This is an optimization exercise on Yosys and OpenROAD, whose aim is small area, a short achievable clock period and few clock cycles, not a production implementation.
Where RTL was checked, it was by simulation tests only, not by an equivalence proof against the original.
No functional check of the RTL was part of run 4.
No activity file was given, so power comes from the tool's default toggle rates.

### flow/constraint.sdc
create_clock -name core_clock -period 5.5 [get_ports {i_clk}]
set_input_delay 1.1000 -clock core_clock [delete_from_list [all_inputs] [get_ports {i_clk}]]
set_output_delay 1.1000 -clock core_clock [all_outputs]
set_load 0.01 [all_outputs]
### flow/config.mk
export PLATFORM = sky130hd
export DESIGN_NAME = ipdc_window_engine
export DESIGN_NICKNAME = ipdc_window_engine
export VERILOG_FILES = /design/flow/design.v
export SDC_FILE = /design/flow/constraint.sdc
export NUM_CORES = 4
export LEC_CHECK = 0
export CAP_MARGIN = 20
export CORE_MARGIN = 2
export CORE_UTILIZATION = 55
export CTS_BUF_LIST = sky130_fd_sc_hd__clkbuf_8 sky130_fd_sc_hd__clkbuf_16
export CTS_CLUSTER_DIAMETER = 45
export CTS_CLUSTER_SIZE = 16
export SETUP_SLACK_MARGIN = 3.0
export SLEW_MARGIN = 20
### flow/run.sh
#!/bin/bash
# synth_recipe.tcl (not shown) runs the flow's synth.tcl, then flattens the netlist and writes it again
# the make line also repeats each setting of config.mk as NAME=value (left out here)
make -C /OpenROAD-flow-scripts/flow DESIGN_CONFIG=/design/flow/config.mk WORK_HOME=/design/flow/orfs CLKGATE_MAP_FILE= SYNTH_SCRIPT=/design/flow/synth_recipe.tcl finish
### flow/design.v
package ipdc_pkg;
  typedef enum logic [2:0] {
    OP_LOAD    = 3'b000,
    OP_RIGHT   = 3'b001,
    OP_DOWN    = 3'b010,
    OP_DEFAULT = 3'b011,
    OP_ZOOM    = 3'b100,
    OP_LEFT    = 3'b101,
    OP_UP      = 3'b110,
    OP_NOP     = 3'b111
  } ipdc_op_e;
endpackage
module ipdc_img_buf (
  input  logic        i_clk,
  input  logic        i_we,
  input  logic [3:0]  i_wring,
  input  logic [23:0] i_wdata,
  input  logic [7:0]  i_rsel,
  input  logic [7:0]  i_psel,
  output logic [23:0] o_rd_data
);
  logic [63:0][23:0] fb;    
  logic [7:0][23:0]  rowd;
  always_ff @(posedge i_clk) begin
    for (int m = 0; m < 16; m++) begin
      fb[4*m+0] <= fb[4*m+1];
      fb[4*m+1] <= fb[4*m+2];
      fb[4*m+2] <= fb[4*m+3];
      fb[4*m+3] <= (i_we && i_wring == 4'(m)) ? i_wdata : fb[4*m+0];
    end
  end
  always_comb begin
    for (int r = 0; r < 8; r++) begin
      rowd[r] = '0;
      for (int c = 0; c < 8; c++)
        rowd[r] = rowd[r] | ({24{i_psel[c]}} & fb[r*8+c]);
    end
    o_rd_data = '0;
    for (int r = 0; r < 8; r++)
      o_rd_data = o_rd_data | ({24{i_rsel[r]}} & rowd[r]);
  end
endmodule
module ipdc_window_engine
#(
  parameter int unsigned DATA_W  = 24,
  parameter int unsigned IMG_DIM = 8,
  parameter int unsigned WIN_DIM = 4
) (
  input  logic              i_clk,
  input  logic              i_rst,
  input  logic              i_op_valid,
  input  logic [2:0]        i_op_mode,
  input  logic              i_in_valid,
  input  logic [DATA_W-1:0] i_in_data,
  output logic              o_in_ready,
  input  logic              i_out_ready,
  output logic              o_out_valid,
  output logic [DATA_W-1:0] o_out_data
);
  logic [4:0]  ro_q, co_q;
  logic        two_q;
  logic        act_q;
  logic [3:0]  n_q;
  logic [7:0]  rsel_q, csl_q, psel_q;
  logic        arr_q;
  logic [5:0]  acnt_q, wk_q;
  logic [3:0][23:0] dl_q;
  logic [3:0]  v_q;
  logic [1:0]  ph_q;
  logic        skid_v_q;
  logic [23:0] skid_q;
  logic        accept, acc_load, acc_disp, rd_fire, arr_last, we;
  logic [4:0]  ro_nx, co_nx, r_inc, r_dec, c_inc, c_dec;
  logic        two_nx;
  logic [23:0] rd_data, wdata;
  logic        act_nx, arr_nx, skid_v_nx, rd_done_nx, ld_busy_nx;
  logic [3:0]  n_nx, v_nx, take;
  logic [5:0]  wk_nx;
  logic [1:0]  ph_nx;
  logic [7:0]  rsel_nx, csl_nx, psel_nx;
  ipdc_img_buf u_img_buf (
    .i_clk     (i_clk),
    .i_we      (we),
    .i_wring   (wk_q[5:2]),
    .i_wdata   (wdata),
    .i_rsel    (rsel_q),
    .i_psel    (psel_q),
    .o_rd_data (rd_data)
  );
  assign accept   = i_op_valid && o_in_ready;
  assign acc_load = accept && (i_op_mode == 3'b000);
  assign acc_disp = accept && (i_op_mode != 3'b000) && (i_op_mode != 3'b111);
  assign rd_fire  = act_q && !skid_v_q;
  assign arr_last = arr_q && i_in_valid && (acnt_q == 6'd63);
  always_comb begin
    take = 4'b0000;
    if (v_q[3])      take = 4'b1000;
    else if (v_q[2]) take = 4'b0100;
    else if (v_q[1]) take = 4'b0010;
    else if (v_q[0]) take = 4'b0001;
    wdata = ({24{take[0]}} & dl_q[0]) | ({24{take[1]}} & dl_q[1]) |
            ({24{take[2]}} & dl_q[2]) | ({24{take[3]}} & dl_q[3]);
  end
  assign we = (v_q != 4'b0000) && (ph_q == wk_q[1:0]);
  always_comb begin
    v_nx  = {v_q[2:0] & ~(take[2:0] & {3{we}}), arr_q && i_in_valid};
    wk_nx = acc_load ? 6'd0 : wk_q + 6'(we);
    ph_nx = acc_load ? 2'd3 : ph_q + 2'd1;
    arr_nx = acc_load || (arr_q && !arr_last);
    ld_busy_nx = arr_nx || ((v_nx != 4'b0000) && !((wk_nx == 6'd63) && (ph_nx == 2'd3)));
  end
  assign r_inc = (two_q ? ro_q[0] : !ro_q[4]) ? {ro_q[3:0], 1'b0} : ro_q;
  assign c_inc = (two_q ? co_q[0] : !co_q[4]) ? {co_q[3:0], 1'b0} : co_q;
  assign r_dec = ro_q[0] ? ro_q : {1'b0, ro_q[4:1]};
  assign c_dec = co_q[0] ? co_q : {1'b0, co_q[4:1]};
  always_comb begin
    ro_nx  = ro_q;
    co_nx  = co_q;
    two_nx = two_q;
    case (i_op_mode)
      3'b001: co_nx = c_inc;
      3'b101: co_nx = c_dec;
      3'b010: ro_nx = r_inc;
      3'b110: ro_nx = r_dec;
      3'b011: begin ro_nx = 5'b00001; co_nx = 5'b00001; two_nx = 1'b1; end
      3'b100: begin ro_nx = 5'b00100; co_nx = 5'b00100; two_nx = 1'b0; end
      default: ;
    endcase
  end
  always_comb begin
    rsel_nx = rsel_q;
    csl_nx  = csl_q;
    if (acc_disp) begin
      act_nx  = 1'b1;
      n_nx    = 4'd0;
      rsel_nx = {3'b000, ro_nx};
      csl_nx  = {3'b000, co_nx};
    end else if (rd_fire) begin
      act_nx = (n_q != 4'd15);
      n_nx   = n_q + 4'd1;
      if (n_q[1:0] == 2'd3) begin
        csl_nx  = {3'b000, co_q};
        rsel_nx = two_q ? {rsel_q[5:0], 2'b00} : {rsel_q[6:0], 1'b0};
      end else begin
        csl_nx  = two_q ? {csl_q[5:0], 2'b00} : {csl_q[6:0], 1'b0};
      end
    end else begin
      act_nx = act_q;
      n_nx   = n_q;
    end
    for (int h = 0; h < 2; h++)
      for (int p = 0; p < 4; p++)
        psel_nx[4*h+p] = csl_nx[4*h + ((p + int'(ph_nx)) % 4)];
    skid_v_nx  = (o_out_valid && !i_out_ready) && (skid_v_q || rd_fire);
    rd_done_nx = !act_nx || ((n_nx == 4'd15) && !skid_v_nx);
  end
  always_ff @(posedge i_clk) begin
    if (i_rst) begin
      o_in_ready  <= 1'b1;
      ro_q        <= 5'b00001;
      co_q        <= 5'b00001;
      two_q       <= 1'b1;
      act_q       <= 1'b0;
      arr_q       <= 1'b0;
      v_q         <= 4'b0000;
      skid_v_q    <= 1'b0;
      o_out_valid <= 1'b0;
    end else begin
      o_in_ready <= !ld_busy_nx && rd_done_nx;
      act_q      <= act_nx;
      arr_q      <= arr_nx;
      v_q        <= v_nx;
      skid_v_q   <= skid_v_nx;
      if (!o_out_valid || i_out_ready)
        o_out_valid <= skid_v_q || rd_fire;
      if (acc_disp) begin
        ro_q  <= ro_nx;
        co_q  <= co_nx;
        two_q <= two_nx;
      end
    end
  end
  always_ff @(posedge i_clk) begin
    dl_q   <= {dl_q[2:0], i_in_data};
    ph_q   <= ph_nx;
    wk_q   <= wk_nx;
    n_q    <= n_nx;
    rsel_q <= rsel_nx;
    csl_q  <= csl_nx;
    psel_q <= psel_nx;
    if (acc_load) acnt_q <= '0;
    else if (arr_q && i_in_valid) acnt_q <= acnt_q + 6'd1;
    if (!o_out_valid || i_out_ready)
      o_out_data <= skid_v_q ? skid_q : rd_data;
    if (rd_fire && o_out_valid && !i_out_ready)
      skid_q <= rd_data;
  end
endmodule
==> results of run 1 <==
==> metrics by stage <==
step | std cells | area, µm²
2_1_floorplan | 4329 | 51000
3_5_place_dp | 5309 | 52410
6_report | 5657 | 58560
5_1_grt | 5652 | 58550
3_3_place_gp | 5309 | 52410
4_1_cts | 5617 | 58020
==> placed cells by master, fill, tap and decap left out, drive strengths merged, types with 27 or more instances in the layout <==
master	n
dfxtp	1689
nor2	258
buf	153
clkinv	30
nand4	225
mux2	27
a21oi	215
clkbuf	178
o21ai	217
clkdlybuf4s50	27
edfxtp	53
nand3	28
inv	49
a22oi	902
nand2	215
==> flip-flops by register name, indices dropped and copies added, names as in the netlist <==
name and flops:
ro_q 5, act_q 1, dl_q 96, rsel_q 8, two_q 1, wk_q 6, co_q 5, skid_v_q 1
o_in_ready 1, v_q 4, psel_q 8, acnt_q 6, n_q 4, skid_q 24, o_out_valid 1, u_img_buf.fb 1536
ph_q 2, arr_q 1, csl_q 8, o_out_data 24
==> final cells by class <==
type                            count  share of cell area, %
Antenna cell                        6                0.02564
Tap cell                         1186                  2.534
Clock inverter                     88                  1.346
Sequential cell                  1742                  60.54
Inverter                            8                0.05555
Timing Repair Buffer              201                  3.679
Clock buffer                      168                  6.891
Multi-Input combinational cell   2258                  24.92
==> critical path: cells and delay by family (launching register included) <==
family / cells / cell delay (ps)
buffers and inverters: 2 / 540
AO/OA/AOI/OAI: 1 / 130
flip-flops: 1 / 320
AND/OR/NAND/NOR: 5 / 1450
==> kinds of logic (layout without fill, tap and decap cells) <==
kind of cell / Yosys count / count (layout) / share of synthesized area (%)
mux: 45 / 45 / 0.9997
fa+ha+maj: 5 / 5 / 0.1228
buf+inv: 347 / 465 / 2.866
compound gates: 1397 / 1397 / 18.85
simple gates: 777 / 795 / 7.352
flops: 1742 / 1742 / 69.50
other cells: 0 / 6 / 0
xor+xnor: 16 / 16 / 0.3046
==> how the worst max path moves through the flow <==
stage | depth (start not counted) | start | slack (ps) | end
3_3_place_gp | 7 | i_op_mode[0] | 1540 | psel_q[2]$_DFF_P_
2_1_floorplan | 10 | i_op_mode[2] | 2730 | o_in_ready$_SDFF_PP1_
4_1_cts | 9 | v_q[2]$_SDFF_PP0_ | 2810 | u_img_buf.fb[1040]$_DFF_P_
6_report | 8 | v_q[2]$_SDFF_PP0_ | 2970 | u_img_buf.fb[1054]$_DFF_P_
3_5_place_dp | 6 | i_op_mode[0] | 1490 | psel_q[7]$_DFF_P_
5_1_grt | 1 | o_out_data[14]$_DFFE_PP_ | 2950 | o_out_data[14]
==> metal layers <==
metal / wire length [µm] / vias up
met1: 69000 / 17686
met4: 5286 / 0
li1: - / 16053
met5: 0 / -
met2: 71370 / 1646
met3: 13300 / 304
==> what timing repair did <==
item                       4_1_cts  5_1_grt
setup endpoints to repair      405      161
pin swaps                       23        4
setup buffers                   38       25
gates resized for setup        136       51
hold endpoints to repair         0        0
gates cloned                    14        9
==> power by group <==
part           switching [mW]  leakage [nW]  total (mW)  internal, mW
Sequential              0.514          14.2        13.5          13.0
Clock                    4.76          2.45        10.5          5.69
Combinational            3.07          4.97        4.02         0.952
Total                    8.34          21.6        27.9          19.6
==> results.json, run 1 <==
{
  "holdPathEnd": "u_img_buf.fb[1189]$_DFF_P_",
  "grt_antenna_before_repair": 7,
  "cp_max_fo": 29,
  "synth_top_cell_by_area": "dfxtp_1",
  "hold_buffers": 0,
  "min_period_over_period_pct": 46.04,
  "worst_slew_pin_slew_ps": 1080,
  "ant_nets": 0,
  "drive_gt1_share_pct": 12.05,
  "clk_latency_ps": 770,
  "clock.fmax_mhz": 394.9,
  "core-area_mm2": 0.09166,
  "ios": 58,
  "grt_use_met3_pct": 5.160,
  "seq_area_frac_synth_pct": 69.50,
  "dr.pass1.iters": 6,
  "total_power_mw": 27.95,
  "cts.sinks": 1742,
  "startpoint_type": "register",
  "avgSynthCellArea_um2": 11.77,
  "hold_class": "reg -> reg",
  "fp-row-count": 111,
  "grt_setup_unrepaired": "true",
  "fin_ws_ps": 2968,
  "dpl_worst_slack_ps": 1492,
  "powerDensity_mw_per_mm2": 477.2,
  "cts_tree": "done",
  "synth_area_leaders": "dfxtp_1 66%, a22oi_1 13%, edfxtp_1 3.1%",
  "yosys.area.top_type_share_pct": 66.38,
  "grt_busiest_layer": "met2",
  "crit_arrival_ps": 3210,
  "cap_violations": 0,
  "crit_required_ps": 6180,
  "vias_per_cell": 6.309,
  "synth_edf_count": 53,
  "area_growth_pct": 14.96,
  "htreeDepth": 4,
  "grt_max_degree": 93,
  "clock_path_buffers": 3,
  "r2r-start": "v_q[2]$_SDFF_PP0_",
  "hold_viol_final": 0,
  "syn_area_mm2": 0.05094,
  "synth_fp_nets": 4366,
  "synth-async-reset-ratio_pct": 0,
  "critPathMaxStageDelay_ps": 670,
  "run_status": "finished clean",
  "netlist_top_cells_count": "1689 x dfxtp_1, 902 x a22oi_1, 258 x nor2_1",
  "die_h_um": 308.3,
  "setup_viol": 0,
  "hp-start": "u_img_buf.fb[1213]$_DFF_P_",
  "fin_util_pct": 63.88,
  "whs_ps": 329.3,
  "regArea_mm2": 0.03545,
  "io_buffers": 57,
  "dieArea_mm2": 0.09507,
  "syn-instance-count": 4329,
  "period_minus_slack_ps": 2532,
  "fin_setup_tns_ps": 0,
  "r2r_setup_slack_ps": 2970,
  "path_class": "reg -> reg",
  "slowest_stage": "and2_2",
  "maxSlewHeadroom_pct": 27.82,
  "met1_usage_pct": 44.84,
  "fillers": 7274,
  "die_width_um": 308.3,
  "synth-seq-cells": 1742,
  "synth-main-ff-cell": "dfxtp_1",
  "fin_skew_ps": 24.78,
  "grt_usage_pct": 31.85,
  "numCtsBuffers": 148,
  "vias": 35689,
  "multiInputGateArea_mm2": 0.01460,
  "slew_viol_final": 0,
  "netlist-cell-type-count": 67,
  "gr-total-overflow": 0,
  "crit_chain": "buf_6 > nor4_4 > nor4b_4 > buf_4 > and2b_4 > and2_2 > nor2_1 > a21oi_1",
  "start_util_pct": 55.57,
  "wl_per_cell_um": 28.10,
  "crit_path_end_kind": "register",
  "cts.clk_slew.worst_paths_ps": 70,
  "met2_usage_pct": 49.99,
  "nNetsFinal": 4396,
  "p_leak_nw": 21.65,
  "grt_pass1_vias": 34295,
  "gp_congestion": 0.7846,
  "peakVddDrop_v": 0.0003698,
  "ys_warn_count": 2,
  "r2r-end": "u_img_buf.fb[1054]$_DFF_P_",
  "reg2regPathDepth": 8,
  "routed_wl_um": 159000,
  "drc_errors": 0,
  "dp_hpwl_um": 74240,
  "min_path_cells": 0,
  "post-synth-top-count-cell": "dfxtp_1",
  "cts.root.buffer_cell": "clkbuf_16",
  "grt_pass1_wl_um": 224100,
  "detail_route.iter0.violations": 4238
}
Testbench counts, summed over its fixed seeds: cycles 16,041.
==> inputs of run 2 (changes only) <==
--- a/flow/config.mk
+++ b/flow/config.mk
@@ -9,6 +9,6 @@
 export CORE_MARGIN = 2
 export CORE_UTILIZATION = 55
-export CTS_BUF_LIST = sky130_fd_sc_hd__clkbuf_8 sky130_fd_sc_hd__clkbuf_16
-export CTS_CLUSTER_DIAMETER = 45
+export CTS_BUF_LIST = sky130_fd_sc_hd__clkbuf_8
+export CTS_CLUSTER_DIAMETER = 60
 export CTS_CLUSTER_SIZE = 16
 export SETUP_SLACK_MARGIN = 3.0
==> run 2 against run 1 <==
Net effect:
- via count down 0.85%
- design area fell by 4.1%
- setup slack worse by 50 ps
- fmax is 2.0% lower
- flip-flop and latch count did not move
- critical path depth decreased by 7
- non-clock buffer count is the same
- final cell count is 1.2% lower
- synthesized area did not move
- first-iteration DRC count shrank 2.5%
- synthesized cell count stayed put
- hold slack worse by 11 ps
==> results.json, run 2 <==
{
  "reg2regPathDepth": 8,
  "powerDensity_mw_per_mm2": 432.2,
  "cts.sinks": 1742,
  "seq_area_frac_synth_pct": 69.50,
  "p_leak_nw": 20.54,
  "io_buffers": 57,
  "dieArea_mm2": 0.09507,
  "synth_area_leaders": "dfxtp_1 66%, a22oi_1 13%, edfxtp_1 3.1%",
  "min_path_cells": 0,
  "run_status": "finished clean",
  "core-area_mm2": 0.09166,
  "slew_viol_final": 0,
  "clock_path_buffers": 3,
  "grt_setup_unrepaired": "true",
  "synth_top_cell_by_area": "dfxtp_1",
  "final_cell_mix": "1670 x dfxtp_1, 900 x a22oi_1, 254 x nor2_1, 224 x nand4_1, 215 x a21oi_1",
  "hold_viol_final": 0,
  "die_width_um": 308.3,
  "worst_slew_pin_slew_ps": 1083,
  "path_class": "reg -> out",
  "start_util_pct": 55.57,
  "netlist_top_cells_count": "1689 x dfxtp_1, 902 x a22oi_1, 258 x nor2_1",
  "ios": 58,
  "cts.root.buffer_cell": "clkbuf_8",
  "gr-total-overflow": 0,
  "slowest_stage": "edfxtp_1",
  "crit_required_ps": 4400,
  "ant_nets": 0,
  "cp_max_fo": 1,
  "final_common_cell": "dfxtp_1",
  "synth_edf_count": 53,
  "numCtsBuffers": 132,
  "largest_reg_flops": 1536,
  "wl_per_cell_um": 28.36,
  "grt_pass1_vias": 33865,
  "cts_tree": "done",
  "crit_path_end_kind": "primary output",
  "path_buf_inv": 1,
  "netlist-cell-type-count": 67,
  "finalNonFillerCells": 5590,
  "synth-main-ff-cell": "dfxtp_1",
  "whs_ps": 318.0,
  "syn_area_mm2": 0.05094,
  "grt_antenna_before_repair": 14,
  "post-synth-top-count-cell": "dfxtp_1",
  "clock.fmax_mhz": 387.2,
  "syn-instance-count": 4329,
  "ys_warn_count": 2,
  "clk_latency_ps": 850,
  "grt_usage_pct": 31.68,
  "area_growth_pct": 10.27,
  "fin_skew_ps": 54.83,
  "cp_top_family": "flip-flops",
  "regMostFlops": "u_img_buf.fb",
  "vias_per_cell": 6.330,
  "fp-row-count": 111,
  "dr.pass1.iters": 6,
  "grt_max_degree": 93,
  "dp_hpwl_um": 74240,
  "startpoint_type": "register",
  "maxSlewHeadroom_pct": 27.65,
  "cts.clk_slew.worst_paths_ps": 100,
  "synth_fp_nets": 4366,
  "crit_cells": 1,
  "yosys.area.top_type_share_pct": 66.38,
  "min_period_over_period_pct": 46.95,
  "routed_wl_um": 158500,
  "avgSynthCellArea_um2": 11.77,
  "drc_errors": 0,
  "die_h_um": 308.3,
  "crit_chain": "buf_2",
  "drive_gt1_share_pct": 10.78,
  "nNetsFinal": 4382,
  "critPathMaxStageDelay_ps": 470,
  "hold_class": "reg -> reg",
  "gp_congestion": 0.7846,
  "placed_cells": 5309,
  "period_minus_slack_ps": 2582,
  "grt_pass1_wl_um": 222400,
  "cap_violations": 0,
  "crit_arrival_ps": 1480,
  "detail_route.iter0.violations": 4133,
  "vias": 35387,
  "synth-async-reset-ratio_pct": 0,
  "synth-seq-cells": 1742,
  "fin_setup_tns_ps": 0,
  "peakVddDrop_v": 0.0003841,
  "setup_viol": 0,
  "reg_top3": "u_img_buf.fb: 1536 flops, dl_q: 96 flops",
  "htreeDepth": 4
}
[run 2: cell counts after synthesis]
Identical to the previous run, type by type.
[run 2: report_power, final]
| part | switching [mW] | internal (mW) |
|---|---|---|
| logic | 3.00 | 0.910 |
| clock network | 4.02 | 2.84 |
| registers | 0.560 | 13.0 |
| total | 7.58 | 16.7 |
[run 2: layer usage]
| metal | GRT usage [%] | vias up | wire [µm] |
|---|---|---|---|
| li1 | - | 15938 | - |
| met1 | 44.55 | 17450 | 69110 |
| met4 | 10.13 | 2 | 4601 |
| met2 | 50.06 | 1714 | 71220 |
| met5 | 0 | - | 11 |
| met3 | 5.167 | 283 | 13570 |
[run 2: final cells by class]
type | count | area, µm²
timing repair buffer | 201 | 2157
antenna | 8 | 20.02
multi-input combinational | 2260 | 14600
tap | 1186 | 1484
clock inverter | 40 | 419.2
fill | 7522 | 35490
sequential | 1742 | 35460
inverter | 8 | 32.53
clock buffer | 145 | 1996
[run 2: logic make-up (layout without fill, tap and decap cells)]
group	Yosys count	in the layout	share of synthesized area (%)
mux	45	45	0.9997
flops	1742	1742	69.50
simple gates	777	797	7.352
fa+ha+maj	5	5	0.1228
xor+xnor	16	16	0.3046
compound gates	1397	1397	18.85
buf+inv	347	394	2.866
other cells	0	8	0
[run 2: path summary, 6_finish.rpt]
| kind | slack (ps) | to | from |
|---|---|---|---|
| worst max-delay path | 2920 | o_out_data[14] | o_out_data[14]$_DFFE_PP_ |
| worst min-delay path | 320 | u_img_buf.fb[1368]$_DFF_P_ | u_img_buf.fb[1392]$_DFF_P_ |
| worst max register to register | 3010 | u_img_buf.fb[1045]$_DFF_P_ | v_q[2]$_SDFF_PP0_ |
| worst min register to register | 320 | u_img_buf.fb[1368]$_DFF_P_ | u_img_buf.fb[1392]$_DFF_P_ |
[run 2: timing repair]
item | in CTS | in global routing
pin swaps | 19 | 15
resized for setup | 168 | 41
cloned | 15 | 9
buffers inserted | 27 | 37
hold buffers | 0 | 0
endpoints found under the setup margin | 406 | 181
[run 2: metrics by stage]
stage	power (mW)	setup WS (ps)	area, µm²	utilization, %
after CTS	23.88	2776	55460	60.51
after global routing	24.86	2868	56160	61.27
after floorplan	15.21	2730	51000	-
after detailed placement	16.85	1492	52410	57.18
after global placement	16.85	1541	52410	57.18
final	24.28	2918	56170	61.28
==> inputs of run 3 (changes only) <==
--- a/flow/config.mk
+++ b/flow/config.mk
@@ -9,7 +9,7 @@
 export CORE_MARGIN = 2
 export CORE_UTILIZATION = 55
-export CTS_BUF_LIST = sky130_fd_sc_hd__clkbuf_8
+export CTS_BUF_LIST = sky130_fd_sc_hd__clkbuf_16
 export CTS_CLUSTER_DIAMETER = 60
-export CTS_CLUSTER_SIZE = 16
+export CTS_CLUSTER_SIZE = 30
 export SETUP_SLACK_MARGIN = 3.0
 export SLEW_MARGIN = 20
==> run 3 against run 2 <==
Net effect:
- sequential power about the same
- clock skew down 17 ps
- global-route usage down 0.32 points
- die area unchanged
==> results.json, run 3 <==
{
  "run_status": "finished clean",
  "detail_route.iter0.violations": 4097,
  "routed_wl_um": 157400,
  "crit_required_ps": 6070,
  "cp_max_fo": 29,
  "worst_slew_pin_slew_ps": 1072,
  "power_frac_clock_pct": 35.2,
  "htreeDepth": 3,
  "start_util_pct": 55.57,
  "reg2regPathDepth": 7,
  "synth-main-ff-cell": "dfxtp_1",
  "p_leak_nw": 21.19,
  "r2r-end": "u_img_buf.fb[1032]$_DFF_P_",
  "synth-async-reset-ratio_pct": 0,
  "vias": 35336,
  "dieArea_mm2": 0.09507,
  "r2r_setup_slack_ps": 2910,
  "yosys.area.top_type_share_pct": 66.38,
  "ant_nets": 0,
  "wl_per_cell_um": 28.12,
  "grt_max_degree": 93,
  "core-area_mm2": 0.09166,
  "cp_top_family": "simple AND/OR/NAND/NOR gates",
  "vias_per_cell": 6.312,
  "p_int_mw": 18.12,
  "synth_fp_nets": 4366,
  "startpoint_type": "register",
  "min_path_cells": 0,
  "grt_setup_unrepaired": "true",
  "synth_area_leaders": "dfxtp_1 66%, a22oi_1 13%, edfxtp_1 3.1%",
  "critPathMaxStageDelay_ps": 680,
  "cts.root.buffer_cell": "clkbuf_16",
  "dpl_cell_area_mm2": 0.05241,
  "clock_path_buffers": 3,
  "period_minus_slack_ps": 2588,
  "hold_viol_final": 0,
  "clock.fmax_mhz": 386.4,
  "cap_violations": 0,
  "route.met3.wl_um": 12860,
  "clk_latency_ps": 750,
  "crit_arrival_ps": 3160,
  "avgSynthCellArea_um2": 11.77,
  "switching_share_pct": 32.50,
  "met2WireLength_um": 71780,
  "setup_viol": 0,
  "holdPathEnd": "u_img_buf.fb[1164]$_DFF_P_",
  "whs_ps": 320.1,
  "netSwitchingPower_mw": 8.725,
  "netlist-cell-type-count": 67,
  "cts.sinks": 1742,
  "seq_area_frac_synth_pct": 69.50,
  "hp-start": "u_img_buf.fb[1188]$_DFF_P_",
  "synth_edf_count": 53,
  "ios": 58,
  "crit_chain": "buf_6 > nor4_4 > nor4b_4 > buf_4 > and2b_4 > and2_2 > a21oi_1",
  "crit_cells": 7,
  "highest_layer": "met4",
  "path_class": "reg -> reg",
  "maxSlewHeadroom_pct": 28.36,
  "syn-instance-count": 4329,
  "netlist_top_cells_count": "1689 x dfxtp_1, 902 x a22oi_1, 258 x nor2_1",
  "slowest_stage": "and2_2",
  "grt_pass1_vias": 33710,
  "drc_errors": 0,
  "area_growth_pct": 13.66,
  "hold_class": "reg -> reg",
  "drive_gt1_share_pct": 11.36,
  "die_h_um": 308.3,
  "reg_top3": "u_img_buf.fb: 1536 flops, dl_q: 96 flops",
  "grt_usage_pct": 31.36,
  "fin_skew_ps": 38.23,
  "syn_area_mm2": 0.05094,
  "cts_tree": "done",
  "grt_antenna_before_repair": 11,
  "final_common_cell": "dfxtp_1",
  "grt_pass1_wl_um": 221300,
  "dp_hpwl_um": 74240,
  "fin_area_mm2": 0.05790,
  "min_period_over_period_pct": 47.05,
  "fp-row-count": 111,
  "p_comb_share_pct": 14.5,
  "wl_met1_um": 68340,
  "regMostFlops": "u_img_buf.fb",
  "powerDensity_mw_per_mm2": 463.7,
  "r2r-start": "v_q[2]$_SDFF_PP0_",
  "crit_path_end_kind": "register",
  "path_buf_inv": 2,
  "gr-total-overflow": 0,
  "post-synth-top-count-cell": "dfxtp_1",
  "fin_setup_tns_ps": 0,
  "gp_congestion": 0.7846,
  "dr.pass1.iters": 6,
  "p_seq_share_pct": 50.3,
  "numCtsBuffers": 106,
  "ys_warn_count": 2,
  "cts.clk_slew.worst_paths_ps": 110,
  "nNetsFinal": 4355,
  "die_width_um": 308.3,
  "largest_reg_flops": 1536,
  "synth-seq-cells": 1742,
  "peakVddDrop_v": 0.0003750,
  "slew_viol_final": 0,
  "final_cell_mix": "1671 x dfxtp_1, 897 x a22oi_1, 254 x nor2_1, 224 x nand4_1, 215 x nand2_1",
  "synth_top_cell_by_area": "dfxtp_1",
  "io_buffers": 57,
  "fillers": 7296
}
## run 3: cell type report
| class | count | area [µm²] | area share [%] |
|---|---|---|---|
| clock buffers | 110 | 2753 | 4.754 |
| inverters | 8 | 32.53 | 0.05619 |
| flip-flops and latches | 1742 | 35450 | 61.24 |
| well taps | 1186 | 1484 | 2.563 |
| clock inverters | 91 | 1385 | 2.392 |
| multi-input cells | 2258 | 14600 | 25.22 |
| repair buffers | 202 | 2183 | 3.771 |
| diodes | 1 | 2.502 | 0.004322 |
## run 3: cell families (layout without fill, tap and decap cells)
group / Yosys count / count (layout) / synth area share [%]
flops: 1742 / 1742 / 69.50
mux: 45 / 45 / 0.9997
xor+xnor: 16 / 16 / 0.3046
fa+ha+maj: 5 / 5 / 0.1228
compound gates: 1397 / 1397 / 18.85
other cells: 0 / 1 / 0
buf+inv: 347 / 411 / 2.866
simple gates: 777 / 795 / 7.352
## run 3: power groups by stage
stage	sequential [mW]	combinational (mW)	clock (mW)
after floorplan	13.3	1.87	0
after global placement	14.0	2.85	0
after detailed placement	14.0	2.84	0
after CTS	13.6	3.36	9.54
after global routing	13.5	3.94	10.0
final	13.5	3.89	9.44
## run 3: layer usage
metal	vias to the layer above	GRT usage, %
li1	15961	-
met1	17548	44.55
met2	1578	49.65
met3	249	4.700
met4	0	9.348
met5	-	0
## run 3: worst max-delay path by stage
stage	start	to	slack, ps
2_1_floorplan	i_op_mode[2]	o_in_ready$_SDFF_PP1_	2730
3_3_place_gp	i_op_mode[0]	psel_q[2]$_DFF_P_	1540
3_5_place_dp	i_op_mode[0]	psel_q[7]$_DFF_P_	1490
4_1_cts	wk_q[2]$_DFF_P_	u_img_buf.fb[848]$_DFF_P_	2760
5_1_grt	v_q[2]$_SDFF_PP0_	u_img_buf.fb[1032]$_DFF_P_	2850
6_report	v_q[2]$_SDFF_PP0_	u_img_buf.fb[1032]$_DFF_P_	2910
## run 3: through the flow
stage                     cells  power (mW)  utilization (%)  setup WS, ps
after global placement     5309       16.85            57.18          1541
after global routing       5597       27.48            63.16          2855
after CTS                  5554       26.47            62.46          2759
after floorplan            4329       15.21                -          2730
after detailed placement   5309       16.85            57.18          1492
final                      5598       26.85            63.16          2912
## run 3: repair_timing
item / in CTS / in global routing
cloned: 13 / 9
endpoints found under the setup margin: 411 / 195
setup buffers: 31 / 34
hold endpoints to repair: 0 / 0
hold buffers: 0 / 0
resized for setup: 124 / 55
pin swaps: 22 / 7
==> inputs of run 4 (changes only) <==
--- a/flow/design.v
+++ b/flow/design.v
@@ -65,5 +65,5 @@
   logic        arr_q;
   logic [5:0]  acnt_q, wk_q;
-  logic [3:0][23:0] dl_q;
+  logic [2:0][23:0] dl_q;
   logic [3:0]  v_q;
   logic [1:0]  ph_q;
@@ -95,16 +95,16 @@
   always_comb begin
     take = 4'b0000;
-    if (v_q[3])      take = 4'b1000;
-    else if (v_q[2]) take = 4'b0100;
-    else if (v_q[1]) take = 4'b0010;
-    else if (v_q[0]) take = 4'b0001;
-    wdata = ({24{take[0]}} & dl_q[0]) | ({24{take[1]}} & dl_q[1]) |
-            ({24{take[2]}} & dl_q[2]) | ({24{take[3]}} & dl_q[3]);
+    if (v_q[2])                    take = 4'b1000;
+    else if (v_q[1])               take = 4'b0100;
+    else if (v_q[0])               take = 4'b0010;
+    else if (arr_q && i_in_valid)  take = 4'b0001;
+    wdata = ({24{take[0]}} & i_in_data) | ({24{take[1]}} & dl_q[0]) |
+            ({24{take[2]}} & dl_q[1])   | ({24{take[3]}} & dl_q[2]);
   end
-  assign we = (v_q != 4'b0000) && (ph_q == wk_q[1:0]);
+  assign we = (take != 4'b0000) && (ph_q == wk_q[1:0]);
   always_comb begin
-    v_nx  = {v_q[2:0] & ~(take[2:0] & {3{we}}), arr_q && i_in_valid};
+    v_nx  = {1'b0, v_q[1:0] & ~(take[2:1] & {2{we}}), arr_q && i_in_valid && !(take[0] && we)};
     wk_nx = acc_load ? 6'd0 : wk_q + 6'(we);
-    ph_nx = acc_load ? 2'd3 : ph_q + 2'd1;
+    ph_nx = acc_load ? 2'd0 : ph_q + 2'd1;
     arr_nx = acc_load || (arr_q && !arr_last);
     ld_busy_nx = arr_nx || ((v_nx != 4'b0000) && !((wk_nx == 6'd63) && (ph_nx == 2'd3)));
@@ -182,5 +182,5 @@
   end
   always_ff @(posedge i_clk) begin
-    dl_q   <= {dl_q[2:0], i_in_data};
+    dl_q   <= {dl_q[1:0], i_in_data};
     ph_q   <= ph_nx;
     wk_q   <= wk_nx;
--- a/flow/config.mk
+++ b/flow/config.mk
@@ -9,7 +9,7 @@
 export CORE_MARGIN = 2
 export CORE_UTILIZATION = 55
-export CTS_BUF_LIST = sky130_fd_sc_hd__clkbuf_16
-export CTS_CLUSTER_DIAMETER = 60
-export CTS_CLUSTER_SIZE = 30
+export CTS_BUF_LIST = sky130_fd_sc_hd__clkbuf_8
+export CTS_CLUSTER_DIAMETER = 45
+export CTS_CLUSTER_SIZE = 16
 export SETUP_SLACK_MARGIN = 3.0
 export SLEW_MARGIN = 20
==> run 4 against run 3 <==
Net effect:
- largest power group unchanged
- first-iteration DRC count is 2.2% lower
- clock power fell by 13%
- non-clock buffer count unchanged
- design area decreased by 0.68%
- critical path type is now in -> reg
- flip-flop and latch count is 25 lower
- synthesized area increased by 0.38%
==> results.json, run 4 <==
{
  "maxSlewHeadroom_pct": 46.13,
  "wl_per_cell_um": 27.19,
  "grt_pass1_wl_um": 223500,
  "cts.clk_slew.worst_paths_ps": 90,
  "io_buffers": 57,
  "whs_ps": 329.4,
  "setup_viol": 0,
  "detail_route.iter0.violations": 4008,
  "yosys.area.top_type_share_pct": 65.15,
  "gr-total-overflow": 0,
  "hold_viol_final": 0,
  "die_h_um": 308.9,
  "vias": 35311,
  "crit_arrival_ps": 3400,
  "regMostFlops": "u_img_buf.fb",
  "grt_usage_pct": 31.79,
  "critPathMaxStageDelay_ps": 520,
  "synth_fp_nets": 4398,
  "peakVddDrop_v": 0.0003919,
  "gp_congestion": 0.8081,
  "cp_max_fo": 24,
  "start_util_pct": 55.62,
  "cap_violations": 0,
  "htreeDepth": 4,
  "clk_latency_ps": 870,
  "syn-instance-count": 4361,
  "run_status": "finished clean",
  "slowest_stage": "nand3_4",
  "hold_class": "reg -> reg",
  "synth_area_leaders": "dfxtp_1 65%, a22oi_1 13%, edfxtp_1 3.1%",
  "fin_skew_ps": 37.61,
  "powerDensity_mw_per_mm2": 451.5,
  "fin_setup_tns_ps": 0,
  "finalNonFillerCells": 5748,
  "seq_area_frac_synth_pct": 68.26,
  "cts.sinks": 1717,
  "drc_errors": 0,
  "vias_per_cell": 6.143,
  "largest_reg_flops": 1536,
  "clock.fmax_mhz": 374.6,
  "reg_top3": "u_img_buf.fb: 1536 flops, dl_q: 72 flops",
  "drive_gt1_share_pct": 12.38,
  "area_growth_pct": 12.45,
  "final_cell_mix": "1647 x dfxtp_1, 868 x a22oi_1, 347 x nand2_1, 257 x o21ai_0, 223 x nand4_1",
  "crit_path_end_kind": "register",
  "ys_warn_count": 2,
  "clock_path_buffers": 3,
  "worst_slew_pin_slew_ps": 799.6,
  "switching_share_pct": 31.08,
  "syn_area_mm2": 0.05113,
  "synth-seq-cells": 1717,
  "ios": 58,
  "dr.pass1.iters": 6,
  "p_leak_nw": 20.90,
  "grt_setup_unrepaired": "true",
  "ant_nets": 0,
  "post-synth-top-count-cell": "dfxtp_1",
  "min_period_over_period_pct": 48.53,
  "startpoint_type": "input port",
  "fin_ws_ps": 2831,
  "die_width_um": 308.9,
  "netlist-cell-type-count": 70,
  "synth_top_cell_by_area": "dfxtp_1",
  "netlist_top_cells_count": "1664 x dfxtp_1, 869 x a22oi_1, 348 x nand2_1",
  "routed_wl_um": 156300,
  "crit_chain": "clkdlybuf4s50_1 > nand2_2 > a2111oi_4 > buf_4 > buf_12 > nand3_4 > nand2_1 > o21ai_1",
  "dpl_worst_slack_ps": 1586,
  "path_class": "in -> reg",
  "period_minus_slack_ps": 2669,
  "dieArea_mm2": 0.09543,
  "cts_tree": "done",
  "p_int_mw": 17.89,
  "synth-main-ff-cell": "dfxtp_1",
  "dp_hpwl_um": 75140,
  "grt_antenna_before_repair": 7,
  "placed_cells": 5377,
  "core-area_mm2": 0.09194,
  "total_power_mw": 25.96,
  "r2r_setup_slack_ps": 3010,
  "p_seq_share_pct": 51.4,
  "nNetsFinal": 4421,
  "fp-row-count": 111,
  "power_frac_clock_pct": 31.6,
  "slew_viol_final": 0,
  "p_comb_share_pct": 17.1,
  "avgSynthCellArea_um2": 11.73,
  "grt_max_degree": 68,
  "grt_pass1_vias": 33873,
  "crit_required_ps": 6230,
  "final_common_cell": "dfxtp_1",
  "synth-async-reset-ratio_pct": 0,
  "synth_edf_count": 53,
  "numCtsBuffers": 151,
  "netSwitchingPower_mw": 8.070,
  "cts.root.buffer_cell": "clkbuf_8"
}
run 4: changes by cell type in the layout (fill, tap and decap cells not counted), sizes merged, moves of 13 or more:
cell	delta
nand2	+133
o21ai	+97
nor2	-81
a21oi	-68
clkbuf	+51
a22oi	-33
dfxtp	-25
clkinvlp	+16
bufinv	+13
run 4: metrics by stage:
stage	utilization, %	instance area (µm²)
2_1_floorplan	-	51200
3_3_place_gp	56.90	52310
3_5_place_dp	56.93	52340
4_1_cts	61.82	56830
5_1_grt	62.54	57500
6_report	62.54	57500
run 4: cells by family after synthesis:
logic type / share of synthesized area (%)
multiplexers: 1.013
AND/OR/NAND/NOR: 7.693
flip-flops: 68.26
AO/OA/AOI/OAI: 19.24
adder cells (fa/ha/maj): 0.1223
buffers and inverters: 3.399
XOR/XNOR: 0.2716
run 4: area by class of cell:
| class | count | area, µm² |
|---|---|---|
| diodes | 4 | 10.01 |
| flip-flops and latches | 1717 | 34950 |
| repair buffers | 202 | 2674 |
| fillers | 7417 | 34440 |
| clock buffers | 172 | 2367 |
| multi-input cells | 2303 | 14850 |
| clock inverters | 98 | 1050 |
| inverters | 9 | 41.29 |
| well taps | 1243 | 1555 |
run 4: repair_timing:
action / 4_1_cts / 5_1_grt
hold buffers: 0 / 0
endpoints found under the setup margin: 469 / 197
setup buffers: 35 / 43
gates resized for setup: 156 / 18
cloned: 17 / 2
pin swaps: 26 / 7
run 4: path summary, 6_finish.rpt:
kind                                                   to  depth (start not counted)               from
worst max-delay path            u_img_buf.fb[658]$_DFF_P_                          8         i_in_valid
worst min-delay path                     dl_q[29]$_DFF_P_                          0    dl_q[5]$_DFF_P_
worst max register to register   o_out_data[12]$_DFFE_PP_                          6  psel_q[6]$_DFF_P_
worst min register to register           dl_q[29]$_DFF_P_                          0    dl_q[5]$_DFF_P_
run 4: power by group through the flow:
stage | Combinational [mW] | Clock (mW) | Sequential (mW)
after global routing | 4.49 | 8.76 | 13.4
after CTS | 3.82 | 8.29 | 13.6
after global placement | 2.98 | 0 | 14.0
final | 4.43 | 8.19 | 13.3
after floorplan | 1.92 | 0 | 13.4
after detailed placement | 2.98 | 0 | 14.0
run 4: per-layer routing:
metal,vias up,wire [µm],GRT usage (%)
li1,16074,-,-
met4,4,5083,10.61
met2,1660,67070,47.44
met3,275,14220,5.686
met1,17298,69860,46.67
met5,-,26,0
run 4: worst max-delay path, delay by kind of cell:
kind	cells	cell delay (ps)
and+or+nand+nor	3	870
AOI/OAI and AO/OA	2	440
buffers and inverters	3	980
==> inputs of run 5 (changes only) <==
--- a/flow/design.v
+++ b/flow/design.v
@@ -13,6 +13,5 @@
 module ipdc_img_buf (
   input  logic        i_clk,
-  input  logic        i_we,
-  input  logic [3:0]  i_wring,
+  input  logic [15:0] i_wring,
   input  logic [23:0] i_wdata,
   input  logic [7:0]  i_rsel,
@@ -27,5 +26,5 @@
       fb[4*m+1] <= fb[4*m+2];
       fb[4*m+2] <= fb[4*m+3];
-      fb[4*m+3] <= (i_we && i_wring == 4'(m)) ? i_wdata : fb[4*m+0];
+      fb[4*m+3] <= i_wring[m] ? i_wdata : fb[4*m+0];
     end
   end
@@ -65,9 +64,13 @@
   logic        arr_q;
   logic [5:0]  acnt_q, wk_q;
-  logic [2:0][23:0] dl_q;
+  logic [3:0][23:0] dl_q;
   logic [3:0]  v_q;
   logic [1:0]  ph_q;
+  logic        we_q;
+  logic [3:0]  take_q;
+  logic [15:0] wring_q;
   logic        skid_v_q;
   logic [23:0] skid_q;
+  logic [23:0] out_sh_q;
   logic        accept, acc_load, acc_disp, rd_fire, arr_last, we;
   logic [4:0]  ro_nx, co_nx, r_inc, r_dec, c_inc, c_dec;
@@ -75,5 +78,6 @@
   logic [23:0] rd_data, wdata;
   logic        act_nx, arr_nx, skid_v_nx, rd_done_nx, ld_busy_nx;
-  logic [3:0]  n_nx, v_nx, take;
+  logic [3:0]  n_nx, v_nx, take_nx;
+  logic        we_nx;
   logic [5:0]  wk_nx;
   logic [1:0]  ph_nx;
@@ -81,6 +85,5 @@
   ipdc_img_buf u_img_buf (
     .i_clk     (i_clk),
-    .i_we      (we),
-    .i_wring   (wk_q[5:2]),
+    .i_wring   (wring_q),
     .i_wdata   (wdata),
     .i_rsel    (rsel_q),
@@ -93,18 +96,17 @@
   assign rd_fire  = act_q && !skid_v_q;
   assign arr_last = arr_q && i_in_valid && (acnt_q == 6'd63);
-  always_comb begin
-    take = 4'b0000;
-    if (v_q[2])                    take = 4'b1000;
-    else if (v_q[1])               take = 4'b0100;
-    else if (v_q[0])               take = 4'b0010;
-    else if (arr_q && i_in_valid)  take = 4'b0001;
-    wdata = ({24{take[0]}} & i_in_data) | ({24{take[1]}} & dl_q[0]) |
-            ({24{take[2]}} & dl_q[1])   | ({24{take[3]}} & dl_q[2]);
-  end
-  assign we = (take != 4'b0000) && (ph_q == wk_q[1:0]);
-  always_comb begin
-    v_nx  = {1'b0, v_q[1:0] & ~(take[2:1] & {2{we}}), arr_q && i_in_valid && !(take[0] && we)};
+  assign we    = we_q;
+  assign wdata = ({24{take_q[0]}} & dl_q[0]) | ({24{take_q[1]}} & dl_q[1]) |
+                 ({24{take_q[2]}} & dl_q[2]) | ({24{take_q[3]}} & dl_q[3]);
+  always_comb begin
+    v_nx  = {v_q[2:0] & ~(take_q[2:0] & {3{we}}), arr_q && i_in_valid};
     wk_nx = acc_load ? 6'd0 : wk_q + 6'(we);
-    ph_nx = acc_load ? 2'd0 : ph_q + 2'd1;
+    ph_nx = acc_load ? 2'd3 : ph_q + 2'd1;
+    take_nx = 4'b0000;
+    if (v_nx[3])      take_nx = 4'b1000;
+    else if (v_nx[2]) take_nx = 4'b0100;
+    else if (v_nx[1]) take_nx = 4'b0010;
+    else if (v_nx[0]) take_nx = 4'b0001;
+    we_nx = (v_nx != 4'b0000) && (ph_nx == wk_nx[1:0]);
     arr_nx = acc_load || (arr_q && !arr_last);
     ld_busy_nx = arr_nx || ((v_nx != 4'b0000) && !((wk_nx == 6'd63) && (ph_nx == 2'd3)));
@@ -164,4 +166,6 @@
       arr_q       <= 1'b0;
       v_q         <= 4'b0000;
+      we_q        <= 1'b0;
+      wring_q     <= '0;
       skid_v_q    <= 1'b0;
       o_out_valid <= 1'b0;
@@ -171,4 +175,6 @@
       arr_q      <= arr_nx;
       v_q        <= v_nx;
+      we_q       <= we_nx;
+      for (int m = 0; m < 16; m++) wring_q[m] <= we_nx && (wk_nx[5:2] == 4'(m));
       skid_v_q   <= skid_v_nx;
       if (!o_out_valid || i_out_ready)
@@ -182,6 +188,7 @@
   end
   always_ff @(posedge i_clk) begin
-    dl_q   <= {dl_q[1:0], i_in_data};
+    dl_q   <= {dl_q[2:0], i_in_data};
     ph_q   <= ph_nx;
+    take_q <= take_nx;
     wk_q   <= wk_nx;
     n_q    <= n_nx;
@@ -191,6 +198,7 @@
     if (acc_load) acnt_q <= '0;
     else if (arr_q && i_in_valid) acnt_q <= acnt_q + 6'd1;
-    if (!o_out_valid || i_out_ready)
-      o_out_data <= skid_v_q ? skid_q : rd_data;
+    o_out_data <= (!o_out_valid || i_out_ready) ? (skid_v_q ? skid_q : rd_data) : out_sh_q;
+    if ((!o_out_valid || i_out_ready) && (skid_v_q || rd_fire))
+      out_sh_q <= skid_v_q ? skid_q : rd_data;
     if (rd_fire && o_out_valid && !i_out_ready)
       skid_q <= rd_data;
==> run 5 against run 4 <==
Net effect:
- still clean on timing, DRC and antenna
- via count up 1.4%
- design area up 0.91%
- combinational power up 2%
- final cell count up 2.2%
- critical path type is now reg -> out
==> results.json, run 5 <==
{
  "run_status": "finished clean",
  "cts.root.buffer_cell": "clkbuf_8",
  "cp_top_family": "flip-flops",
  "netlist_top_cells_count": "1733 x dfxtp_1, 872 x a22oi_1, 468 x nor2_1",
  "cts.clk_slew.worst_paths_ps": 90,
  "clock.fmax_mhz": 399.5,
  "die_width_um": 312.3,
  "drive_gt1_share_pct": 11.35,
  "seq_area_frac_synth_pct": 69.42,
  "slew_viol_final": 0,
  "synth_xor_area_share_pct": 0.2346,
  "io_buffers": 57,
  "clk_latency_ps": 870,
  "synth_adder_area_share_pct": 0.1197,
  "period_minus_slack_ps": 2503,
  "ant_nets": 0,
  "dp_hpwl_um": 76920,
  "grt_max_degree": 85,
  "cts_tree": "done",
  "numCtsBuffers": 155,
  "powerDensity_mw_per_mm2": 457.6,
  "crit_chain": "buf_6",
  "final_common_cell": "dfxtp_1",
  "largest_reg_flops": 1536,
  "reg_top3": "u_img_buf.fb: 1536 flops, dl_q: 96 flops",
  "grt_use_met3_pct": 4.818,
  "grt_pass1_vias": 34786,
  "vias_per_cell": 6.091,
  "regArea_mm2": 0.03640,
  "synth_top_cell_by_area": "dfxtp_1",
  "worst_slew_pin_slew_ps": 1104,
  "startpoint_type": "register",
  "dr.pass1.iters": 6,
  "htreeDepth": 4,
  "crit_required_ps": 4400,
  "fin_area_mm2": 0.05802,
  "ys_warn_count": 2,
  "p_leak_nw": 21.70,
  "netlist-cell-type-count": 64,
  "maxSlewHeadroom_pct": 26.41,
  "cts.sinks": 1786,
  "gp_congestion": 0.7889,
  "crit_path_end_kind": "primary output",
  "yosys.area.top_type_share_pct": 66.38,
  "hold_viol_final": 0,
  "grt_usage_pct": 30.53,
  "slowest_stage": "dfxtp_4",
  "multiInputGateArea_mm2": 0.01459,
  "core-area_mm2": 0.09459,
  "hold_buffers": 0,
  "regMostFlops": "u_img_buf.fb",
  "post-synth-top-count-cell": "dfxtp_1",
  "crit_arrival_ps": 1400,
  "area_growth_pct": 11.02,
  "synthSimpleGateAreaFrac_pct": 7.895,
  "synth-async-reset-ratio_pct": 0,
  "ios": 58,
  "detail_route.iter0.violations": 4088,
  "die_h_um": 312.3,
  "dpl_cell_area_mm2": 0.05399,
  "clock_path_buffers": 3,
  "nNetsFinal": 4533,
  "syn-instance-count": 4499,
  "fp-row-count": 113,
  "synth-compound-area-share_pct": 18.83,
  "path_buf_inv": 1,
  "cp_max_fo": 1,
  "drc_errors": 0,
  "avgSynthCellArea_um2": 11.62,
  "hold_class": "reg -> reg",
  "path_class": "reg -> out",
  "setup_viol": 0,
  "syn_area_mm2": 0.05227,
  "grt_antenna_before_repair": 2,
  "cap_violations": 0,
  "grt_busiest_layer": "met2",
  "final_cell_mix": "1680 x dfxtp_1, 872 x a22oi_1, 464 x nor2_1, 404 x a21oi_1, 196 x nand4_1",
  "routed_wl_um": 151900,
  "min_period_over_period_pct": 45.51,
  "met1_usage_pct": 43.53,
  "grt_setup_unrepaired": "true",
  "synth_edf_count": 53,
  "vias": 35793,
  "synth_fp_nets": 4536,
  "finalNonFillerCells": 5876,
  "fillers": 7704,
  "wl_per_cell_um": 25.86,
  "total_power_mw": 26.55,
  "synth_mux_area_share_pct": 0.6033,
  "synth_top_family_by_area": "compound AO/OA/AOI/OAI gates",
  "synth-main-ff-cell": "dfxtp_1",
  "placed_cells": 5565,
  "gr-total-overflow": 0,
  "start_util_pct": 55.26,
  "grt_pass1_wl_um": 223700,
  "met2_usage_pct": 47.77,
  "peakVddDrop_v": 0.0003451,
  "synth-seq-cells": 1786,
  "fin_skew_ps": 40.93,
  "critPathMaxStageDelay_ps": 420,
  "dieArea_mm2": 0.09751,
  "synth_area_leaders": "dfxtp_1 66%, a22oi_1 13%, a21oi_1 3.9%",
  "fin_setup_tns_ps": 0
}
-- run 5: timing repair --
action / in CTS / in global routing
setup buffers: 33 / 4
pin swaps: 1 / 1
gates cloned: 1 / 1
endpoints found under the setup margin: 126 / 42
resized for setup: 193 / 17
-- run 5: cells by family (layout without fill, tap and decap cells) --
logic type      after synthesis  count (layout)
compound gates             1418            1418
xor+xnor                     14              14
fa+ha+maj                     5               5
buf+inv                     381             490
flops                      1786            1786
mux                          28              28
other cells                   0               3
simple gates                867             867
-- run 5: where the power goes --
| part | leakage (nW) | internal [mW] | switching (mW) | total (mW) |
|---|---|---|---|---|
| sequential | 14.6 | 13.5 | 0.521 | 14.0 |
| clock | 1.74 | 3.51 | 4.51 | 8.01 |
| combinational | 5.40 | 1.22 | 3.32 | 4.54 |
| total | 21.7 | 18.2 | 8.35 | 26.6 |
-- run 5: layer usage --
layer  up-vias  routed length (µm)
met5         -                   0
li1      16410                   -
met3       254               11080
met2      1483               68410
met1     17646               68170
met4         0                4283
-- run 5: path summary, 6_finish.rpt --
kind / startpoint / endpoint / slack [ps] / cells past startpoint
hold reg to reg: u_img_buf.fb[925]$_DFF_P_ / u_img_buf.fb[901]$_DFF_P_ / 330 / 0
setup reg to reg: psel_q[1]$_DFF_P_ / o_out_data[17]$_DFF_P_ / 3010 / 7
setup / recovery: o_out_data[5]$_DFF_P_ / o_out_data[5] / 3000 / 1
hold / removal: u_img_buf.fb[925]$_DFF_P_ / u_img_buf.fb[901]$_DFF_P_ / 330 / 0
-- run 5: final cells by class --
cell class,count,area share (%)
Inverter,40,0.2717
Timing Repair Buffer,181,3.463
Multi-Input combinational cell,2332,25.15
Antenna cell,3,0.01294
Tap cell,1265,2.728
Sequential cell,1786,62.73
Clock inverter,87,1.326
Clock buffer,182,4.317
-- run 5: through the flow --
stage | util (%) | hold WS, ps | setup WS [ps]
detailed placement | 57.08 | 335.5 | 1339
finish | 61.35 | 327.9 | 2997
global route | 61.34 | 327.7 | 2946
global placement | 57.08 | 332.2 | 1395
floorplan | - | 330.8 | 2825
CTS | 61.24 | 333.3 | 2945
Testbench counts of run 5, summed over its fixed seeds: cycles 16,041.
==> inputs of run 6 (changes only) <==
--- a/flow/config.mk
+++ b/flow/config.mk
@@ -12,4 +12,4 @@
 export CTS_CLUSTER_DIAMETER = 45
 export CTS_CLUSTER_SIZE = 16
-export SETUP_SLACK_MARGIN = 3.0
+export SETUP_SLACK_MARGIN = 3.15
 export SLEW_MARGIN = 20
==> run 6 against run 5 <==
Net effect:
- clock power rose by 3.9%
- hold slack improved by 3.0 ps
- critical endpoint unchanged
- highest routed layer unchanged
- flip-flop and latch count did not move
- clock-buffer cell count fell by 15
- clock skew fell by 4.6 ps
- register-to-register slack improved by 110 ps
- sequential power barely moved
- wire length rose by 0.16%
- largest power group unchanged
- non-clock buffer count rose by 29
- synthesized area did not move
==> results.json, run 6 <==
{
  "run_status": "finished clean",
  "peakVddDrop_v": 0.0003031,
  "area_growth_pct": 12.48,
  "dr.pass1.iters": 8,
  "holdPathEnd": "u_img_buf.fb[692]$_DFF_P_",
  "wl_per_cell_um": 25.79,
  "ant_nets": 0,
  "largest_reg_flops": 1536,
  "fin_skew_ps": 36.29,
  "grt_use_met3_pct": 4.625,
  "netlist_top_cells_count": "1733 x dfxtp_1, 872 x a22oi_1, 468 x nor2_1",
  "worst_slew_pin_slew_ps": 1083,
  "crit_path_end_kind": "primary output",
  "vias": 35725,
  "post-synth-top-count-cell": "dfxtp_1",
  "min_period_over_period_pct": 45.64,
  "ios": 58,
  "period_minus_slack_ps": 2510,
  "final_cell_mix": "1680 x dfxtp_1, 860 x a22oi_1, 464 x nor2_1, 403 x a21oi_1, 196 x nand4_1",
  "htreeDepth": 4,
  "path_buf_inv": 1,
  "grt_pass1_wl_um": 222200,
  "routed_wl_um": 152200,
  "grt_max_degree": 71,
  "slowest_stage": "dfxtp_4",
  "synth_area_leaders": "dfxtp_1 66%, a22oi_1 13%, a21oi_1 3.9%",
  "vias_per_cell": 6.053,
  "cts_tree": "done",
  "synth_top_cell_by_area": "dfxtp_1",
  "startpoint_type": "register",
  "syn-instance-count": 4499,
  "regMostFlops": "u_img_buf.fb",
  "hold_viol_final": 0,
  "cap_violations": 0,
  "dieArea_mm2": 0.09751,
  "powerDensity_mw_per_mm2": 463.1,
  "numCtsBuffers": 153,
  "synth_edf_count": 53,
  "seq_area_frac_synth_pct": 69.42,
  "cp_top_family": "flip-flops",
  "r2r_setup_slack_ps": 3120,
  "crit_arrival_ps": 1410,
  "r2r-start": "psel_q[7]$_DFF_P_",
  "io_buffers": 57,
  "core-area_mm2": 0.09459,
  "synth-async-reset-ratio_pct": 0,
  "cts.sinks": 1786,
  "p_leak_nw": 22.05,
  "ys_warn_count": 2,
  "setup_viol": 0,
  "whs_ps": 330.9,
  "fillers": 7642,
  "clock_path_buffers": 3,
  "clock.fmax_mhz": 398.3,
  "die_h_um": 312.3,
  "fin_setup_tns_ps": 0,
  "r2r-end": "o_out_data[0]$_DFF_P_",
  "slew_viol_final": 0,
  "cts.root.buffer_cell": "clkbuf_8",
  "drc_errors": 0,
  "clk_latency_ps": 880,
  "die_width_um": 312.3,
  "reg_top3": "u_img_buf.fb: 1536 flops, dl_q: 96 flops",
  "synth_fp_nets": 4536,
  "start_util_pct": 55.26,
  "avgSynthCellArea_um2": 11.62,
  "min_path_cells": 0,
  "nNetsFinal": 4560,
  "grt_antenna_before_repair": 4,
  "fp-row-count": 113,
  "detail_route.iter0.violations": 3778,
  "total_power_mw": 27.23,
  "drive_gt1_share_pct": 12.58,
  "cts.clk_slew.worst_paths_ps": 100,
  "syn_area_mm2": 0.05227,
  "synth-main-ff-cell": "dfxtp_1",
  "yosys.area.top_type_share_pct": 66.38,
  "cp_max_fo": 1,
  "grt_setup_unrepaired": "true",
  "netlist-cell-type-count": 64,
  "critPathMaxStageDelay_ps": 410,
  "met2_usage_pct": 47.24,
  "dp_hpwl_um": 77720,
  "met1_usage_pct": 42.92,
  "synth-seq-cells": 1786,
  "path_class": "reg -> out",
  "grt_pass1_vias": 34980,
  "gr-total-overflow": 0,
  "hold_class": "reg -> reg",
  "gp_congestion": 0.8077,
  "crit_required_ps": 4400,
  "maxSlewHeadroom_pct": 27.80,
  "crit_chain": "buf_6",
  "final_common_cell": "dfxtp_1",
  "reg2regPathDepth": 8,
  "grt_busiest_layer": "met2",
  "grt_usage_pct": 30.32,
  "hp-start": "u_img_buf.fb[716]$_DFF_P_"
}
## run 6: cell counts after synthesis
No cell type changed its count.
## run 6: worst max path at each step
stage | start | endpoint | slack, ps | cells after the start
finish | o_out_data[5]$_DFF_P_ | o_out_data[5] | 2990 | 1
global route | o_out_data[12]$_DFF_P_ | o_out_data[12] | 2940 | 1
CTS | o_out_data[12]$_DFF_P_ | o_out_data[12] | 2930 | 1
detailed placement | i_op_mode[2] | o_in_ready$_SDFF_PP1_ | 1490 | 9
global placement | i_op_mode[2] | o_in_ready$_SDFF_PP1_ | 1510 | 9
floorplan | i_op_mode[2] | o_in_ready$_SDFF_PP1_ | 2820 | 9
## run 6: worst reg2reg max path, stage by stage, from the launching register on
cell and delay, ps:
dfxtp_4 550, buf_4 250, buf_8 200, a22oi_1 110, nand4_1 100, a22oi_1 80
and4_1 280, nor2b_1 170, o31ai_4 490
## run 6: cells by family after synthesis
logic type | after synthesis | synth area share [%]
xor+xnor | 14 | 0.2346
fa+ha+maj | 5 | 0.1197
mux | 28 | 0.6033
simple gates | 867 | 7.895
buf+inv | 381 | 2.897
compound gates | 1418 | 18.83
flops | 1786 | 69.42
## run 6: power by group
part	switching [mW]	leakage [nW]	internal, mW
Combinational	3.55	5.72	1.48
Sequential	0.400	14.6	13.5
Clock	4.48	1.77	3.84
## run 6: what timing repair did
action                     4_1_cts  5_1_grt
gates cloned                     2        6
resized for setup              215       76
hold buffers                     0        0
setup buffers                   49        6
setup endpoints to repair      154       89
pin swaps                        4        8
## run 6: routing by layer
layer	wire [µm]	vias to the layer above
li1	-	16467
met4	4753	0
met5	0	-
met1	69020	17602
met2	68370	1382
met3	10050	274
## run 6: area by class of cell
cell class,instances,area (µm²),share of cell area (%)
diodes,2,5.005,0.008513
repair buffers,210,2430,4.133
clock buffers,167,2298,3.910
well taps,1265,1583,2.692
inverters,40,160.2,0.2724
flip-flops and latches,1786,36410,61.93
multi-input cells,2332,14790,25.16
clock inverters,100,1112,1.892
## run 6: per-stage QoR
stage               utilization, %  cell area [µm²]  worst slack [ps]  instances
floorplan                        -            52370              2825       4499
global placement             57.10            54010              1513       5570
detailed placement           57.10            54010              1487       5570
finish                       62.15            58790              2990       5902
global route                 62.15            58790              2941       5902
CTS                          61.71            58370              2929       5888
==> inputs of run 7 (changes only) <==
--- a/flow/config.mk
+++ b/flow/config.mk
@@ -10,5 +10,5 @@
 export CORE_UTILIZATION = 55
 export CTS_BUF_LIST = sky130_fd_sc_hd__clkbuf_8
-export CTS_CLUSTER_DIAMETER = 45
+export CTS_CLUSTER_DIAMETER = 80
 export CTS_CLUSTER_SIZE = 16
 export SETUP_SLACK_MARGIN = 3.15
==> run 7 against run 6 <==
Net effect:
- still clean
- critical path type unchanged
- first-iteration DRC count rose by 1.3%
- power fell by 8.9%
- hold slack barely moved
- clock power fell by 29%
- register-to-register slack barely moved
- via count fell by 0.91%
- core utilization fell by 1.7 points
- largest cell class unchanged
- critical endpoint unchanged
- design area fell by 2.8%
- synthesized cell count did not move
- fmax rose by 1.9%
- non-clock buffer count rose by 3
==> results.json, run 7 <==
{
  "run_status": "finished clean",
  "die_width_um": 312.3,
  "netSwitchingPower_mw": 7.833,
  "cap_violations": 0,
  "regMostFlops": "u_img_buf.fb",
  "powerDensity_mw_per_mm2": 433.7,
  "synth_area_leaders": "dfxtp_1 66%, a22oi_1 13%, a21oi_1 3.9%",
  "area_growth_pct": 9.384,
  "grt_antenna_before_repair": 3,
  "path_buf_inv": 1,
  "core-area_mm2": 0.09459,
  "grt_usage_pct": 30.27,
  "total_power_mw": 24.79,
  "synth_edf_count": 53,
  "final_common_cell": "dfxtp_1",
  "cp_top_family": "flip-flops",
  "setup_viol": 0,
  "crit_arrival_ps": 1360,
  "cp_max_fo": 1,
  "p_int_mw": 16.96,
  "period_minus_slack_ps": 2465,
  "dr.pass1.iters": 6,
  "vias_per_cell": 6.117,
  "syn_area_mm2": 0.05227,
  "avgSynthCellArea_um2": 11.62,
  "start_util_pct": 55.26,
  "grt_max_degree": 71,
  "synth-seq-cells": 1786,
  "reg2regPathDepth": 8,
  "gr-total-overflow": 0,
  "netlist_top_cells_count": "1733 x dfxtp_1, 872 x a22oi_1, 468 x nor2_1",
  "synth-async-reset-ratio_pct": 0,
  "seq_area_frac_synth_pct": 69.42,
  "r2r_setup_slack_ps": 3130,
  "drc_errors": 0,
  "ios": 58,
  "netlist-cell-type-count": 64,
  "crit_required_ps": 4400,
  "grt_setup_unrepaired": "true",
  "clock.fmax_mhz": 405.7,
  "cts.clk_slew.worst_paths_ps": 100,
  "p_comb_share_pct": 20.2,
  "clock_path_buffers": 3,
  "reg_top3": "u_img_buf.fb: 1536 flops, dl_q: 96 flops",
  "peakVddDrop_v": 0.0003526,
  "synth_top_cell_by_area": "dfxtp_1",
  "drive_gt1_share_pct": 10.58,
  "dieArea_mm2": 0.09751,
  "crit_chain": "buf_6",
  "clk_latency_ps": 820,
  "grt_pass1_vias": 34498,
  "slowest_stage": "dfxtp_4",
  "final_cell_mix": "1680 x dfxtp_1, 852 x a22oi_1, 464 x nor2_1, 404 x a21oi_1, 196 x nand4_1",
  "min_period_over_period_pct": 44.81,
  "wl_per_cell_um": 26.14,
  "htreeDepth": 3,
  "crit_path_end_kind": "primary output",
  "synth-main-ff-cell": "dfxtp_1",
  "worst_slew_pin_slew_ps": 1079,
  "numCtsBuffers": 121,
  "routed_wl_um": 151300,
  "cts_tree": "done",
  "cts.sinks": 1786,
  "power_frac_clock_pct": 23.9,
  "critPathMaxStageDelay_ps": 420,
  "r2r-end": "o_out_data[15]$_DFF_P_",
  "hold_buffers": 0,
  "post-synth-top-count-cell": "dfxtp_1",
  "p_leak_nw": 21.30,
  "hold_viol_final": 0,
  "largest_reg_flops": 1536,
  "io_buffers": 57,
  "fin_skew_ps": 41.60,
  "switching_share_pct": 31.59,
  "ys_warn_count": 2,
  "syn-instance-count": 4499,
  "min_path_cells": 0,
  "fp-row-count": 113,
  "vias": 35399,
  "holdPathEnd": "u_img_buf.fb[1056]$_DFF_P_",
  "nNetsFinal": 4531,
  "grt_pass1_wl_um": 222100,
  "detail_route.iter0.violations": 3828,
  "hp-start": "u_img_buf.fb[1080]$_DFF_P_",
  "r2r-start": "psel_q[2]$_DFF_P_",
  "p_seq_share_pct": 55.9,
  "dp_hpwl_um": 77720,
  "maxSlewHeadroom_pct": 27.89,
  "hold_class": "reg -> reg",
  "path_class": "reg -> out",
  "slew_viol_final": 0,
  "gp_congestion": 0.8077,
  "yosys.area.top_type_share_pct": 66.38,
  "synth_fp_nets": 4536,
  "fin_setup_tns_ps": 0,
  "cts.root.buffer_cell": "clkbuf_8",
  "ant_nets": 0,
  "die_h_um": 312.3,
  "startpoint_type": "register"
}
[run 7: cell types whose count changed in the layout (fill, tap and decap cells not counted), moves of 4 or more]
cell,previous run,this run
clkbuf_16,6,2
clkinvlp_4,19,1
buf_4,94,104
clkinv_4,8,1
clkbuf_8,167,123
a22oi_2,12,20
bufinv_16,20,0
inv_6,10,1
a22oi_1,860,852
clkinv_2,18,0
[run 7: kinds of logic (layout without fill, tap and decap cells)]
kind of cell / after synthesis / after routing / share of synthesized area, %
flops: 1786 / 1786 / 69.42
compound gates: 1418 / 1418 / 18.83
simple gates: 867 / 867 / 7.895
buf+inv: 381 / 402 / 2.897
mux: 28 / 28 / 0.6033
xor+xnor: 14 / 14 / 0.2346
fa+ha+maj: 5 / 5 / 0.1197
other cells: 0 / 2 / 0
[run 7: worst max path at each step]
stage | startpoint | to | slack (ps) | cells past startpoint
5_1_grt | o_out_data[12]$_DFF_P_ | o_out_data[12] | 2990 | 1
4_1_cts | o_out_data[12]$_DFF_P_ | o_out_data[12] | 2980 | 1
2_1_floorplan | i_op_mode[2] | o_in_ready$_SDFF_PP1_ | 2820 | 9
3_3_place_gp | i_op_mode[2] | o_in_ready$_SDFF_PP1_ | 1510 | 9
3_5_place_dp | i_op_mode[2] | o_in_ready$_SDFF_PP1_ | 1490 | 9
6_report | o_out_data[5]$_DFF_P_ | o_out_data[5] | 3040 | 1
[run 7: power by group through the flow]
stage | Sequential, mW | Clock (mW) | Combinational [mW]
final | 13.9 | 5.93 | 5.00
after global routing | 13.9 | 6.53 | 5.12
after CTS | 13.9 | 6.05 | 4.81
after detailed placement | 14.8 | 0 | 3.23
after global placement | 14.7 | 0 | 3.22
after floorplan | 13.9 | 0 | 2.21
[run 7: metal layers]
metal,track usage (%),up-vias,part of all wire [%]
li1,-,16317,-
met1,43.32,17492,45
met2,47.93,1330,45
met3,4.234,260,7.1
met4,8.905,0,3.0
met5,0,-,0
[run 7: per-stage QoR]
step	cell area, µm²	worst slack [ps]	std cells	hold WS, ps	utilization (%)
5_1_grt	57170	2990	5786	338.0	60.44
4_1_cts	56850	2979	5774	323.8	60.10
3_5_place_dp	54010	1487	5570	335.9	57.10
2_1_floorplan	52370	2825	4499	330.8	-
3_3_place_gp	54010	1513	5570	331.8	57.10
6_report	57170	3035	5787	331.0	60.44
[run 7: what timing repair did]
action / in CTS / in global routing
gates cloned: 4 / 2
setup buffers: 51 / 9
gates resized for setup: 224 / 71
pin swaps: 6 / 8
endpoints found under the setup margin: 160 / 107
[run 7: area by class of cell]
type	count	area, µm²
clock buffers	123	1693
well taps	1265	1583
inverters	40	160.2
repair buffers	213	2375
diodes	2	5.005
clock inverters	26	113.9
multi-input cells	2332	14830
fillers	7755	37420
flip-flops and latches	1786	36410

port drivers added, routing unchanged:
How much do the figures lean on ideal ports? The routed layouts below were timed once more, with nothing changed but the port constraints. Step 1 assumes that a clkbuf_16 drives the clock port and a buf_2 every other input. Step 2 times the ports against the registers' clock, not the clock port: input delays grow and output delays shrink by t, the midpoint of the rising clock arrivals with the driver on. Three values: ideal ports, drivers, drivers and shift; two values: the first two.
run	t (ns)	setup slack, ns
run 1	0.828	2.968 / 2.924 / 2.268
run 2	0.891	2.918 / 2.851 / 2.240
run 3	0.805	2.912 / 2.912 / 2.272
run 4	0.916	2.831 / 2.864 / 1.948
run 5	0.909	2.997 / 2.932 / 2.220
run 6	0.928	2.990 / 2.920 / 2.271
run 7	0.863	3.035 / 2.969 / 2.242
After both steps setup and hold are still met in every run listed.
